From an optimization exercise on the open Yosys and OpenROAD flow, aimed at small area, a short achievable clock period and few clock cycles per item; shortcuts taken in it are not production practice. Function was checked by simulation only, so behaviour that the tests miss may differ from the original. Power is estimated from default activity; no workload was simulated.

==> run a <==
==> flow/design.v (excerpt) <==
module calc_top (
	input  wire                                c_clk,
	input  wire                                rst_n,
	input  wire [4*4-1:0]  in_cmd,
	input  wire [4*32-1:0] in_data,
	output wire [4*2-1:0] out_resp,
	output wire [4*32-1:0] out_data
);
	localparam integer W = 32;
	function automatic [W-1:0] bitrev(input [W-1:0] x);
		integer k;
		for (k = 0; k < W; k = k + 1) bitrev[k] = x[W-1-k];
	endfunction
	genvar i;
	generate
		for (i = 0; i < 4; i = i + 1) begin : g_port
			wire [4-1:0] cmd = in_cmd[i*4 +: 4];
			wire [W-1:0]           din = in_data[i*W +: W];
			reg              op2;      
			reg              k_sub;    
			reg              k_add;    
			reg              k_sh;     
			reg              k_shr;    
			reg  [2-1:0] resp;    
			reg  [W-1:0]     r;        
			wire [W-1:0]  sum;
			wire          err;
			add_sub_unit u_add (.a(r), .b(din), .ci(1'b0), .inv(k_sub), .s(sum), .co(err));
			wire [W-1:0]  nshl;    
			shift_unit u_shift (.a(r), .n(din[5-1:0]), .ny(nshl));
			wire          start = !op2 && (cmd != 4'd0);
			wire          sel_n_d = op2 && ((k_add && !err) || (k_sh && !k_shr));
			wire          sel_r_d = op2 && k_shr;
			wire          cap_r = (cmd == 4'd6);
			wire [W-1:0]  r_nxt;
			unit_dispatch u_mux (.s_a(!op2 && !cap_r), .s_ar(!op2 && cap_r), .s_b(op2 && k_sh),
				.s_c(op2 && !k_sh),
				.a(din ^ {W{cmd == 4'd2}}), .ar(din), .nb(nshl), .c(sum), .y(r_nxt));
			always @(posedge c_clk or negedge rst_n) begin
				if (!rst_n) begin
					op2   <= 1'b0;
					resp  <= 2'd0;
				end else begin
					op2   <= start;
					if (!op2)
						resp <= 2'd0;
					else if (k_add)
						resp <= err ? 2'd2 : 2'd1;
					else if (k_sh)
						resp <= 2'd1;
					else
						resp <= 2'd3;
				end
			end
			always @(posedge c_clk) begin
				k_sub <= (cmd == 4'd2);
				k_add <= (cmd == 4'd1) || (cmd == 4'd2);
				k_sh  <= (cmd == 4'd5) || (cmd == 4'd6);
				k_shr <= (cmd == 4'd6);
				r     <= r_nxt;
			end
			assign out_resp[i*2 +: 2] = resp;
			wire [W-1:0]  r_rev = bitrev(r);
			genvar j;
			for (j = 0; j < 4; j = j + 1) begin : g_out
				resp_router #(.N(W/4)) u_out (
					.c_clk   (c_clk),
					.rst_n   (rst_n),
					.sel_n_d (sel_n_d),
					.sel_r_d (sel_r_d),
					.r_n     (r[j*W/4 +: W/4]),
					.r_r     (r_rev[j*W/4 +: W/4]),
					.y       (out_data[i*W + j*W/4 +: W/4])
				);
			end
		end
	endgenerate
endmodule
export LEC_CHECK = 0
export CAP_MARGIN = 20
export CORE_MARGIN = 2
export CORE_UTILIZATION = 40
export SETUP_SLACK_MARGIN = 2.6
export SLEW_MARGIN = 20
export SYNTH_HIERARCHICAL = 1
export SYNTH_MINIMUM_KEEP_SIZE = 0
create_clock -name core_clock -period 5.0 [get_ports {c_clk}]
standard.sh (not shown) runs the stock make flow with config.mk's settings and CLKGATE_MAP_FILE= SYNTH_SCRIPT=/design/flow/synth_recipe.tcl, a recipe that flattens the netlist after the stock synthesis.
==> flow/flow/run.sh <==
#!/bin/bash
# The standard layout, except that the input and output ports get a plain
# buf_1 as their buffer instead of the flow's default delay buffer.
set -euo pipefail
export BUFFER_PORTS_ARGS="-buffer_cell sky130_fd_sc_hd__buf_1"
bash standard.sh > standard.log 2>&1
==> run b: changes against run a <==
Settings changed: SETUP_SLACK_MARGIN 2.6 to 2.5.
==> run c: changes against run a <==
Settings changed: CTS_BUF_LIST from default to sky130_fd_sc_hd__clkbuf_8, SETUP_SLACK_MARGIN 2.6 to 2.5.
==> flow_summary_export.csv <==
group,metric,value,unit
outcome,outcome,"timing/DRC/antenna clean",
final_layout,seqCellArea,0.00402,sq mm
clocking,ctsResizeCount,64,
power,power_frac_clock,10.5,%
That was run b.
==> flow_summary_export.csv <==
group,metric,value,unit
final_layout,layout-drive-gt1-share,15.9,%
final_layout,clkCellAreaFrac,1.51,%
critical_path,cp-endpoint,"out_data[24]",
outcome,outcome,"timing/DRC/antenna clean",
final_layout,seqCellArea,0.00417,sq mm
clocking,ctsResizeCount,144,
power,power_frac_clock,8.3,%
final_layout,multi_input_gates,2648,
That was run c.
==> flow_summary_export.csv <==
group,metric,value,unit
critical_path,crit_buf_inv,1,
clocking,cts_hold_buf,0,
outcome,outcome,"timing/DRC/antenna clean",
critical_path,critical-path-top-delay-family,"flip-flops",
critical_path,r2r_end,"g_port[1].r[27]",
final_layout,seqCellArea,0.00415,sq mm
sta,rsz0062_at_grt,"yes",
That was run a.
Testbench counts of run a, summed over its fixed seeds: cycles 3,208, items 6,400.
Testbench counts of run b, summed over its fixed seeds: cycles 3,208, items 6,400.
Testbench counts of run c, summed over its fixed seeds: cycles 3,208, items 6,400.

## afterwards: timing with drivers on the ports
How much do the figures lean on ideal ports? The routed layouts below were timed once more, with nothing changed but the port constraints. Step 1 sets driving cells, clkbuf_16 on the clock port and buf_2 on the other inputs (assumed; they add their load-dependent delay and slew). Step 2 moves the port delays by t, midway between the first and last clock arrival at a register: inputs arrive t later, outputs are due t later. That takes back most of the time a late clock gives input paths. Slacks: ideal ports / drivers / drivers and shift; pairs: ideal ports / drivers.
run	t, ns	slack for setup (ns)	worst setup path at the end	clock arrival spread, ns	cell pins on the clock port's net
run a	0.560	2.563 / 2.501 / 1.974	input to register	0.020 / 0.020	1
run b	0.562	2.518 / 2.459 / 2.002	input to register	0.016 / 0.015	1
run c	0.635	2.472 / 2.415 / 1.896	input to register	0.019 / 0.019	1
After both steps setup and hold are still met in every run listed. For run a, which loses most, drivers alone change the setup slack by -0.062 ns; drivers and shift together by -0.589 ns.
